Context: an optimization exercise on an open-source flow, tuned for small area. The choices shown serve that exercise and are no tape-out recipe. Function was checked by simulation only, so behaviour that the tests miss may differ from the original. No activity file was given, so power comes from the tool's default toggle rates.

File: design.v
`timescale 1ns/1ns
package core_pkg;
  typedef logic [32-1:0] word_t;
  typedef logic [4:0]            reg_addr_t;
  typedef logic [4:0]            rob_slot_t;
  typedef enum logic [3:0] {
    alu_add      = 4'd0,
    alu_sub      = 4'd1,
    alu_and      = 4'd2,
    alu_or       = 4'd3,
    alu_xor      = 4'd4,
    alu_slt      = 4'd5,
    alu_sltu     = 4'd6,
    alu_sll      = 4'd7,
    alu_srl      = 4'd8,
    alu_sra      = 4'd9,
    alu_pass_op1 = 4'd10
  } alu_fn_e;
  typedef enum logic {
    op0_rs1  = 1'b0,
    op0_zero = 1'b1
  } op0_sel_e;
  typedef enum logic [2:0] {
    op1_rs2   = 3'd0,
    op1_shamt = 3'd1,
    op1_imm_u = 3'd2,
    op1_imm_i = 3'd4,
    op1_imm_s = 3'd5,
    op1_zero  = 3'd6
  } op1_sel_e;
  typedef struct packed {
    logic [6:0] funct7;
    logic [4:0] rs2;
    logic [4:0] rs1;
    logic [2:0] funct3;
    logic [4:0] rd;
    logic [6:0] opcode;
  } inst_r_t;
  typedef struct packed {
    logic [11:0] imm;
    logic [4:0]  rs1;
    logic [2:0]  funct3;
    logic [4:0]  rd;
    logic [6:0]  opcode;
  } inst_i_t;
  typedef struct packed {
    logic [6:0] imm_hi;
    logic [4:0] rs2;
    logic [4:0] rs1;
    logic [2:0] funct3;
    logic [4:0] imm_lo;
    logic [6:0] opcode;
  } inst_s_t;
  typedef struct packed {
    logic [19:0] imm;
    logic [4:0]  rd;
    logic [6:0]  opcode;
  } inst_u_t;
  typedef union packed {
    inst_r_t r;
    inst_i_t i;
    inst_s_t s;
    inst_u_t u;
  } inst_u;
endpackage
`timescale 1ns/1ns
module inst_field_decode (
  input  core_pkg::inst_u     inst_i,
  input  core_pkg::op1_sel_e  op1_sel_i,
  output core_pkg::reg_addr_t rs1_o,
  output core_pkg::reg_addr_t rs2_o,
  output logic                rs2_en_o,
  output core_pkg::word_t     imm_n_o
);
  logic sel_sh, sel_u, sel_i, sel_s, sel_lo, sel_is, sign;
  assign rs1_o = inst_i.r.rs1;
  assign rs2_o = inst_i.r.rs2;
  assign rs2_en_o = (op1_sel_i == core_pkg::op1_rs2);
  assign sel_sh = (op1_sel_i == core_pkg::op1_shamt);
  assign sel_u  = (op1_sel_i == core_pkg::op1_imm_u);
  assign sel_i  = (op1_sel_i == core_pkg::op1_imm_i);
  assign sel_s  = (op1_sel_i == core_pkg::op1_imm_s);
  assign sel_lo = sel_sh | sel_i;
  assign sel_is = sel_i | sel_s;
  assign sign   = sel_is & inst_i.r.funct7[6];
  for (genvar k = 0; k < 5; k++) begin : g_lo
    assign imm_n_o[k] = ~((sel_lo & inst_i.r.rs2[k]) | (sel_s & inst_i.r.rd[k]));
  end
  for (genvar k = 5; k < 11; k++) begin : g_mid
    assign imm_n_o[k] = ~(sel_is & inst_i.r.funct7[k-5]);
  end
  assign imm_n_o[11] = ~sign;
  for (genvar k = 12; k < 32; k++) begin : g_hi
    assign imm_n_o[k] = ~((sel_u & inst_i.u.imm[k-12]) | sign);
  end
endmodule
`timescale 1ns/1ns
module alu_carry (
  input  logic [31:0] p_i,
  input  logic [31:0] g_i,
  input  logic        ci_i,
  output logic [32:0] c_o
);
  logic [32:0] G [0:9];
  logic [32:0] P [0:9];
  assign G[0] = {g_i, ci_i};
  assign P[0] = {p_i, 1'b0};
  for (genvar l = 0; l < 5; l++) begin : g_up
    for (genvar i = 0; i < 33; i++) begin : g_n
      if (((i + 1) % (2 ** (l + 1))) == 0) begin : g_c
        assign G[l+1][i] = G[l][i] | (P[l][i] & G[l][i-2**l]);
        assign P[l+1][i] = P[l][i] & P[l][i-2**l];
      end else begin : g_p
        assign G[l+1][i] = G[l][i];
        assign P[l+1][i] = P[l][i];
      end
    end
  end
  for (genvar l = 4; l >= 1; l--) begin : g_dn
    localparam int LV = 5 + (4 - l);
    for (genvar i = 0; i < 33; i++) begin : g_n
      if (((i + 1) % (2 ** l)) == (2 ** (l - 1)) && i >= 2 ** l) begin : g_c
        assign G[LV+1][i] = G[LV][i] | (P[LV][i] & G[LV][i-2**(l-1)]);
        assign P[LV+1][i] = P[LV][i] & P[LV][i-2**(l-1)];
      end else begin : g_p
        assign G[LV+1][i] = G[LV][i];
        assign P[LV+1][i] = P[LV][i];
      end
    end
  end
  assign c_o = G[9];
endmodule
module xor2g (
  input  logic a_i,
  input  logic b_i,
  output logic y_o
);
  assign y_o = a_i ^ b_i;
endmodule
module mux2n (
  input  logic a_i,
  input  logic b_i,
  input  logic s_i,
  output logic y_o
);
  assign y_o = ~(s_i ? b_i : a_i);
endmodule
module alu_shift (
  input  logic [31:0] d_i,
  input  logic        rev_i,
  input  logic [4:0]  sh_i,
  input  logic        fill_i,
  input  logic        nfill_i,
  output logic [31:0] q_o
);
  logic [31:0] s [0:6];
  assign s[0] = d_i;
  for (genvar i = 0; i < 32; i++) begin : g_rev
    mux2n u_m (.a_i(d_i[i]), .b_i(d_i[31-i]), .s_i(rev_i), .y_o(s[1][i]));
  end
  for (genvar k = 0; k < 5; k++) begin : g_st
    localparam bit INV = (k % 2) == 0;
    for (genvar i = 0; i < 32; i++) begin : g_b
      if (i + 2 ** k < 32) begin : g_in
        mux2n u_m (.a_i(s[k+1][i]), .b_i(s[k+1][i+2**k]), .s_i(sh_i[k]), .y_o(s[k+2][i]));
      end else begin : g_fill
        mux2n u_m (.a_i(s[k+1][i]), .b_i(INV ? nfill_i : fill_i), .s_i(sh_i[k]), .y_o(s[k+2][i]));
      end
    end
  end
  assign q_o = s[6];
endmodule
module core_alu (
  input  core_pkg::word_t   op0_i,
  input  core_pkg::word_t   op1_i,
  input  core_pkg::alu_fn_e fn_i,
  output core_pkg::word_t   result_o
);
  logic        sub;
  logic [31:0] b, p, g;
  logic [32:0] c;
  logic [31:0] sum;
  logic        lt, ltu;
  logic        fill;
  logic [31:0] sh_out;
  logic        s_sum, s_g, s_p, s_shr, s_shl, s_b, s_lt, s_ltu;
  logic [31:0] y0, y1;
  assign sub = (fn_i == core_pkg::alu_sub) | (fn_i == core_pkg::alu_slt) |
               (fn_i == core_pkg::alu_sltu);
  assign b   = op1_i ^ {32{sub}};
  assign p   = op0_i ^ b;
  assign g   = op0_i & b;
  alu_carry u_carry (.p_i(p), .g_i(g), .ci_i(sub), .c_o(c));
  for (genvar i = 0; i < 32; i++) begin : g_sum
    xor2g u_x (.a_i(p[i]), .b_i(c[i]), .y_o(sum[i]));
  end
  assign ltu = ~c[32];
  assign lt  = (op0_i[31] ^ op1_i[31]) ? op0_i[31] : sum[31];
  assign fill = (fn_i == core_pkg::alu_sra) & op0_i[31];
  alu_shift u_shift (
    .d_i     (op0_i),
    .rev_i   (fn_i == core_pkg::alu_sll),
    .sh_i    (op1_i[4:0]),
    .fill_i  (fill),
    .nfill_i (~fill),
    .q_o     (sh_out)
  );
  assign s_sum = (fn_i == core_pkg::alu_add) | (fn_i == core_pkg::alu_sub);
  assign s_g   = (fn_i == core_pkg::alu_and) | (fn_i == core_pkg::alu_or);
  assign s_p   = (fn_i == core_pkg::alu_or)  | (fn_i == core_pkg::alu_xor);
  assign s_lt  = (fn_i == core_pkg::alu_slt);
  assign s_ltu = (fn_i == core_pkg::alu_sltu);
  assign s_shl = (fn_i == core_pkg::alu_sll);
  assign s_shr = (fn_i == core_pkg::alu_srl) | (fn_i == core_pkg::alu_sra);
  assign s_b   = (fn_i == core_pkg::alu_pass_op1);
  for (genvar i = 0; i < 32; i++) begin : g_res
    aoi222 u_y0 (.a0_i(s_sum), .a1_i(sum[i]), .b0_i(s_g), .b1_i(g[i]),
                 .c0_i(s_p), .c1_i(p[i]), .y_o(y0[i]));
    aoi222 u_y1 (.a0_i(s_shr), .a1_i(sh_out[i]), .b0_i(s_shl), .b1_i(sh_out[31-i]),
                 .c0_i(s_b), .c1_i(op1_i[i]), .y_o(y1[i]));
    if (i == 0) begin : g_b0
      assign result_o[i] = ~(y0[i] & y1[i]) | (s_lt & lt) | (s_ltu & ltu);
    end else begin : g_bn
      assign result_o[i] = ~(y0[i] & y1[i]);
    end
  end
endmodule
`timescale 1ns/1ns
module issue_lane (
  input                         clk,
  input  core_pkg::inst_u       inst_i,
  input  core_pkg::op0_sel_e    op0_sel_i,
  input  core_pkg::op1_sel_e    op1_sel_i,
  input  core_pkg::alu_fn_e     alu_fn_i,
  input  core_pkg::rob_slot_t   rob_slot_i,
  output core_pkg::reg_addr_t   rs1_o,
  output core_pkg::reg_addr_t   rs2_o,
  output logic                  rs1_en_o,
  output logic                  rs2_en_o,
  output core_pkg::word_t       imm_n_o,
  input  core_pkg::word_t       op0_i,
  input  core_pkg::word_t       op1_i,
  output core_pkg::word_t       wb_result_o,
  output core_pkg::rob_slot_t   wb_slot_o
);
  core_pkg::word_t     x_result;
  core_pkg::rob_slot_t x_slot;
  core_pkg::word_t     alu_out;
  inst_field_decode u_decode (
    .inst_i    (inst_i),
    .op1_sel_i (op1_sel_i),
    .rs1_o     (rs1_o),
    .rs2_o     (rs2_o),
    .rs2_en_o  (rs2_en_o),
    .imm_n_o   (imm_n_o)
  );
  assign rs1_en_o = (op0_sel_i == core_pkg::op0_rs1);
  core_alu u_alu (
    .op0_i    (op0_i),
    .op1_i    (op1_i),
    .fn_i     (alu_fn_i),
    .result_o (alu_out)
  );
  always_ff @(posedge clk) begin
    x_result    <= alu_out;
    x_slot      <= rob_slot_i;
    wb_result_o <= x_result;
    wb_slot_o   <= x_slot;
  end
endmodule
`timescale 1ns/1ns
module branch_cond_unit (
  input  core_pkg::word_t op0_i,
  input  core_pkg::word_t op1_i,
  output logic            eq_o,
  output logic            lt_o,
  output logic            ltu_o
);
  assign eq_o  = (op0_i == op1_i);
  assign ltu_o = (op0_i < op1_i);
  assign lt_o  = (op0_i[31] ^ op1_i[31]) ? op0_i[31] : ltu_o;
endmodule
`timescale 1ns/1ns
module onehot_dec (
  input              en_i,
  input  logic [4:0] addr_i,
  output logic [31:0] sel_o
);
  always_comb begin
    for (int r = 0; r < 32; r++) sel_o[r] = en_i & (addr_i == r);
  end
endmodule
module aoi222 (
  input  logic a0_i, a1_i, b0_i, b1_i, c0_i, c1_i,
  output logic y_o
);
  assign y_o = ~((a0_i & a1_i) | (b0_i & b1_i) | (c0_i & c1_i));
endmodule
module onehot_mux_bit #(
  parameter int N   = 32,
  parameter bit EXT = 1'b0
) (
  input  logic [N-1:0] sel_i,
  input  logic [N-1:0] col_i,
  input  logic         ext_n_i,
  output logic         out_o
);
  localparam int G = (N + 2) / 3;
  logic [3*G-1:0] s, c;
  logic [G-1:0]   g;
  assign s = {{(3*G-N){1'b0}}, sel_i};
  assign c = {{(3*G-N){1'b0}}, col_i};
  for (genvar k = 0; k < G; k++) begin : g_grp
    if (3*k+2 < N) begin : g_full
      aoi222 u_g (.a0_i(s[3*k]), .a1_i(c[3*k]), .b0_i(s[3*k+1]), .b1_i(c[3*k+1]),
                  .c0_i(s[3*k+2]), .c1_i(c[3*k+2]), .y_o(g[k]));
    end else begin : g_part
      assign g[k] = ~(|(s[3*k +: 3] & c[3*k +: 3]));
    end
  end
  assign out_o = EXT ? ~(&{g, ext_n_i}) : ~(&g);
endmodule
module wr2_row #(
  parameter bit CLR = 1'b0
) (
  input  logic        clr_i,
  input  logic        sel0_i,
  input  logic        sel1_i,
  input  logic        hold_i,
  input  logic [31:0] d0_i,
  input  logic [31:0] d1_i,
  input  logic [31:0] q_i,
  output logic [31:0] d_o
);
  logic [31:0] nxt;
  assign nxt = ({32{sel0_i}} & d0_i) | ({32{sel1_i}} & d1_i) | ({32{hold_i}} & q_i);
  assign d_o = CLR ? ({32{~clr_i}} & nxt) : nxt;
endmodule
module core_regfile (
  input                       clk,
  input                       reset,
  input  core_pkg::reg_addr_t raddr0_i,
  input  core_pkg::reg_addr_t raddr1_i,
  input  core_pkg::reg_addr_t raddr2_i,
  input  core_pkg::reg_addr_t raddr3_i,
  input                       ren0_i,
  input                       ren1_i,
  input                       ren2_i,
  input                       ren3_i,
  input  core_pkg::word_t     ext1_n_i,
  input  core_pkg::word_t     ext3_n_i,
  output core_pkg::word_t     rdata0_o,
  output core_pkg::word_t     rdata1_o,
  output core_pkg::word_t     rdata2_o,
  output core_pkg::word_t     rdata3_o,
  input                       wen0_i,
  input                       wen1_i,
  input  core_pkg::reg_addr_t waddr0_i,
  input  core_pkg::reg_addr_t waddr1_i,
  input  core_pkg::word_t     wdata0_i,
  input  core_pkg::word_t     wdata1_i
);
  localparam int N = 32;
  core_pkg::word_t regs [1:N-1];
  always_comb begin
    rdata0_o = (ren0_i && raddr0_i != '0) ? regs[raddr0_i] : '0;
    rdata1_o = ((ren1_i && raddr1_i != '0) ? regs[raddr1_i] : '0) | ~ext1_n_i;
    rdata2_o = (ren2_i && raddr2_i != '0) ? regs[raddr2_i] : '0;
    rdata3_o = ((ren3_i && raddr3_i != '0) ? regs[raddr3_i] : '0) | ~ext3_n_i;
  end
  logic [N-1:0] hit0, hit1;
  onehot_dec u_wdec0 (.en_i(wen0_i), .addr_i(waddr0_i), .sel_o(hit0));
  onehot_dec u_wdec1 (.en_i(wen1_i), .addr_i(waddr1_i), .sel_o(hit1));
  for (genvar r = 1; r < N; r++) begin : g_row
    core_pkg::word_t nxt;
    wr2_row #(.CLR(1'b1)) u_wr (
      .clr_i  (reset),
      .sel0_i (hit0[r] & ~hit1[r]),
      .sel1_i (hit1[r]),
      .hold_i (~hit0[r] & ~hit1[r]),
      .d0_i   (wdata0_i),
      .d1_i   (wdata1_i),
      .q_i    (regs[r]),
      .d_o    (nxt)
    );
    always_ff @(posedge clk) begin
      regs[r] <= nxt;
    end
  end
endmodule
`timescale 1ns/1ns
module rob_data_buffer (
  input                       clk,
  input                       fill_en_i,
  input  core_pkg::rob_slot_t fill0_slot_i,
  input  core_pkg::rob_slot_t fill1_slot_i,
  input  core_pkg::word_t     fill0_data_i,
  input  core_pkg::word_t     fill1_data_i,
  input  core_pkg::rob_slot_t read0_slot_i,
  input  core_pkg::rob_slot_t read1_slot_i,
  output core_pkg::word_t     read0_data_o,
  output core_pkg::word_t     read1_data_o
);
  localparam int D = 32;
  core_pkg::word_t rob_mem [D];
  logic [D-1:0] hit0, hit1;
  onehot_dec u_wdec0 (.en_i(fill_en_i), .addr_i(fill0_slot_i), .sel_o(hit0));
  onehot_dec u_wdec1 (.en_i(fill_en_i), .addr_i(fill1_slot_i), .sel_o(hit1));
  for (genvar s = 0; s < D; s++) begin : g_row
    core_pkg::word_t nxt;
    wr2_row #(.CLR(1'b0)) u_wr (
      .clr_i  (1'b0),
      .sel0_i (hit0[s] & ~hit1[s]),
      .sel1_i (hit1[s]),
      .hold_i (~hit0[s] & ~hit1[s]),
      .d0_i   (fill0_data_i),
      .d1_i   (fill1_data_i),
      .q_i    (rob_mem[s]),
      .d_o    (nxt)
    );
    always_ff @(posedge clk) begin
      rob_mem[s] <= nxt;
    end
  end
  assign read0_data_o = rob_mem[read0_slot_i];
  assign read1_data_o = rob_mem[read1_slot_i];
endmodule
`timescale 1ns/1ns
module dual_issue_dpath (
  input                       clk,
  input                       reset,
  input                       issue_i,
  input  core_pkg::inst_u     inst_a_i,
  input  core_pkg::inst_u     inst_b_i,
  input  core_pkg::op0_sel_e  op0_sel_a_i,
  input  core_pkg::op0_sel_e  op0_sel_b_i,
  input  core_pkg::op1_sel_e  op1_sel_a_i,
  input  core_pkg::op1_sel_e  op1_sel_b_i,
  input  core_pkg::alu_fn_e   alu_fn_a_i,
  input  core_pkg::alu_fn_e   alu_fn_b_i,
  input  core_pkg::rob_slot_t rob_slot_a_i,
  input  core_pkg::rob_slot_t rob_slot_b_i,
  input                       commit1_en_i,
  input  core_pkg::rob_slot_t commit1_slot_i,
  input  core_pkg::reg_addr_t commit1_waddr_i,
  input                       commit2_en_i,
  input  core_pkg::rob_slot_t commit2_slot_i,
  input  core_pkg::reg_addr_t commit2_waddr_i,
  output logic                branch_valid_o,
  output logic                br_eq_o,
  output logic                br_ne_o,
  output logic                br_lt_o,
  output logic                br_ltu_o,
  output logic                br_ge_o,
  output logic                br_geu_o,
  output logic                wb_valid_o,
  output core_pkg::word_t     result_a_o,
  output core_pkg::word_t     result_b_o
);
  core_pkg::reg_addr_t rs1_a;
  core_pkg::reg_addr_t rs2_a;
  core_pkg::reg_addr_t rs1_b;
  core_pkg::reg_addr_t rs2_b;
  logic                rs1_en_a;
  logic                rs2_en_a;
  logic                rs1_en_b;
  logic                rs2_en_b;
  core_pkg::word_t     rdata0_a;
  core_pkg::word_t     rdata1_a;
  core_pkg::word_t     rdata0_b;
  core_pkg::word_t     rdata1_b;
  core_pkg::word_t     imm_n_a;
  core_pkg::word_t     imm_n_b;
  logic                eq;
  logic                lt;
  logic                ltu;
  logic                x_eq;
  logic                x_lt;
  logic                x_ltu;
  core_pkg::rob_slot_t wb_slot_a;
  core_pkg::rob_slot_t wb_slot_b;
  core_pkg::word_t     commit1_data;
  core_pkg::word_t     commit2_data;
  issue_lane lane_a (
    .clk         (clk),
    .inst_i      (inst_a_i),
    .op0_sel_i   (op0_sel_a_i),
    .op1_sel_i   (op1_sel_a_i),
    .alu_fn_i    (alu_fn_a_i),
    .rob_slot_i  (rob_slot_a_i),
    .rs1_o       (rs1_a),
    .rs2_o       (rs2_a),
    .rs1_en_o    (rs1_en_a),
    .rs2_en_o    (rs2_en_a),
    .imm_n_o     (imm_n_a),
    .op0_i       (rdata0_a),
    .op1_i       (rdata1_a),
    .wb_result_o (result_a_o),
    .wb_slot_o   (wb_slot_a)
  );
  issue_lane lane_b (
    .clk         (clk),
    .inst_i      (inst_b_i),
    .op0_sel_i   (op0_sel_b_i),
    .op1_sel_i   (op1_sel_b_i),
    .alu_fn_i    (alu_fn_b_i),
    .rob_slot_i  (rob_slot_b_i),
    .rs1_o       (rs1_b),
    .rs2_o       (rs2_b),
    .rs1_en_o    (rs1_en_b),
    .rs2_en_o    (rs2_en_b),
    .imm_n_o     (imm_n_b),
    .op0_i       (rdata0_b),
    .op1_i       (rdata1_b),
    .wb_result_o (result_b_o),
    .wb_slot_o   (wb_slot_b)
  );
  branch_cond_unit u_branch (
    .op0_i (rdata0_a),
    .op1_i (rdata1_a),
    .eq_o  (eq),
    .lt_o  (lt),
    .ltu_o (ltu)
  );
  always_ff @(posedge clk) begin
    x_eq  <= eq;
    x_lt  <= lt;
    x_ltu <= ltu;
  end
  assign br_eq_o  = x_eq;
  assign br_ne_o  = ~x_eq;
  assign br_lt_o  = x_lt;
  assign br_ge_o  = ~x_lt;
  assign br_ltu_o = x_ltu;
  assign br_geu_o = ~x_ltu;
  always_ff @(posedge clk) begin
    branch_valid_o <= ~reset & issue_i;
    wb_valid_o     <= ~reset & branch_valid_o;
  end
  core_regfile u_regfile (
    .clk      (clk),
    .reset    (reset),
    .raddr0_i (rs1_a),
    .raddr1_i (rs2_a),
    .raddr2_i (rs1_b),
    .raddr3_i (rs2_b),
    .ren0_i   (rs1_en_a),
    .ren1_i   (rs2_en_a),
    .ren2_i   (rs1_en_b),
    .ren3_i   (rs2_en_b),
    .ext1_n_i (imm_n_a),
    .ext3_n_i (imm_n_b),
    .rdata0_o (rdata0_a),
    .rdata1_o (rdata1_a),
    .rdata2_o (rdata0_b),
    .rdata3_o (rdata1_b),
    .wen0_i   (commit1_en_i),
    .wen1_i   (commit2_en_i),
    .waddr0_i (commit1_waddr_i),
    .waddr1_i (commit2_waddr_i),
    .wdata0_i (commit1_data),
    .wdata1_i (commit2_data)
  );
  rob_data_buffer u_rob (
    .clk          (clk),
    .fill_en_i    (wb_valid_o),
    .fill0_slot_i (wb_slot_a),
    .fill1_slot_i (wb_slot_b),
    .fill0_data_i (result_a_o),
    .fill1_data_i (result_b_o),
    .read0_slot_i (commit1_slot_i),
    .read1_slot_i (commit2_slot_i),
    .read0_data_o (commit1_data),
    .read1_data_o (commit2_data)
  );
endmodule
File: run.sh
#!/bin/bash
# synth_recipe.tcl (not shown) runs the flow's synth.tcl, then flattens the netlist and writes it again
# the make line also repeats each setting of config.mk as NAME=value (left out here)
make -C /OpenROAD-flow-scripts/flow DESIGN_CONFIG=/design/flow/config.mk WORK_HOME=/design/flow/orfs CLKGATE_MAP_FILE= SYNTH_SCRIPT=/design/flow/synth_recipe.tcl finish
File: config.mk
export PLATFORM = sky130hd
export DESIGN_NAME = dual_issue_dpath
export DESIGN_NICKNAME = dual_issue_dpath
export VERILOG_FILES = /design/flow/design.v
export SDC_FILE = /design/flow/constraint.sdc
export NUM_CORES = 4
export LEC_CHECK = 0
export CAP_MARGIN = 20
export CORE_MARGIN = 2
export CORE_UTILIZATION = 40
export CTS_BUF_LIST = sky130_fd_sc_hd__clkbuf_8
export CTS_CLUSTER_DIAMETER = 80
export CTS_CLUSTER_SIZE = 14
export SLEW_MARGIN = 20
export SYNTH_HIERARCHICAL = 1
File: constraint.sdc
create_clock -name core_clock -period 9.0 [get_ports {clk}]
set_input_delay 1.8000 -clock core_clock [delete_from_list [all_inputs] [get_ports {clk}]]
set_output_delay 1.8000 -clock core_clock [all_outputs]
set_load 0.01 [all_outputs]
==> results_dict.tcl <==
set metrics [dict create \
    status "aborted with a tool error" \
    stop_stage "5_1_grt" \
    error "[ERROR GRT-0116] Global routing finished with congestion. Check the congestion regions in the DRC Viewer." \
    clock-sinks 2169 \
    ctsHoldBuffers 0 \
    grt_pass1_wl_mm 1866 \
    rows 206 \
    first_global_vias 174578 \
    die_w_um 567.4 \
    fp.dieH_um 567.4 \
    postCtsSetupRepairBufs 0 \
    cts_made_buffers 197 \
    boundaryPins 187 \
    grt.total_usage 0.8494 \
    grt_overflow 21 \
    synth_area_um2 127000 \
    gp_congestion 1.233 \
    placed_area_um2 141400 \
    port_buffers 172 \
    avgSynthCellArea_um2 8.638 \
    cts-resized-gates 0 \
    htree_levels 4 \
    dp_hpwl_mm 853.7 \
    clockBufferDepth 4 \
    yosys_warnings 85 \
    initial_core_util 0.4025 \
    cts-root-buf "clkbuf_8" \
    syn-num-nets 14911 \
    syn_inst 14700 \
    grt_max_degree 194 \
]
worst min path at each step:
stage	from	to	slack (ns)	cells past startpoint
floorplan	lane_a.x_result[0]$_DFF_P_	lane_a.wb_result_o[0]$_DFF_P_	0.31	0
global placement	lane_b.x_result[29]$_DFF_P_	lane_b.wb_result_o[29]$_DFF_P_	0.31	0
detailed placement	lane_b.x_slot[4]$_DFF_P_	lane_b.wb_slot_o[4]$_DFF_P_	0.31	0
CTS	lane_b.x_result[1]$_DFF_P_	lane_b.wb_result_o[1]$_DFF_P_	0.33	0
layer usage:
metal,GRT overflow,global-route usage
met2,4,0.9354
met1,1,0.8671
met4,10,0.8016
met3,6,0.7706
met5,0,0.5974
power by group through the flow:
stage                     Sequential (uW)  Combinational [uW]  Clock, uW
after detailed placement            10400                3270          0
after CTS                           10200                3270       6290
after global placement              10400                3250          0
after floorplan                     10400                1240          0
metrics by stage:
step	total power, uW	utilization	setup slack [ns]	cells	hold WS (ns)
2_1_floorplan	11630	-	0.7914	14700	0.3096
3_3_place_gp	13630	0.4468	0.8081	18964	0.3101
3_5_place_dp	13650	0.4482	0.7971	18984	0.3121
4_1_cts	19720	0.4593	1.974	19249	0.3293
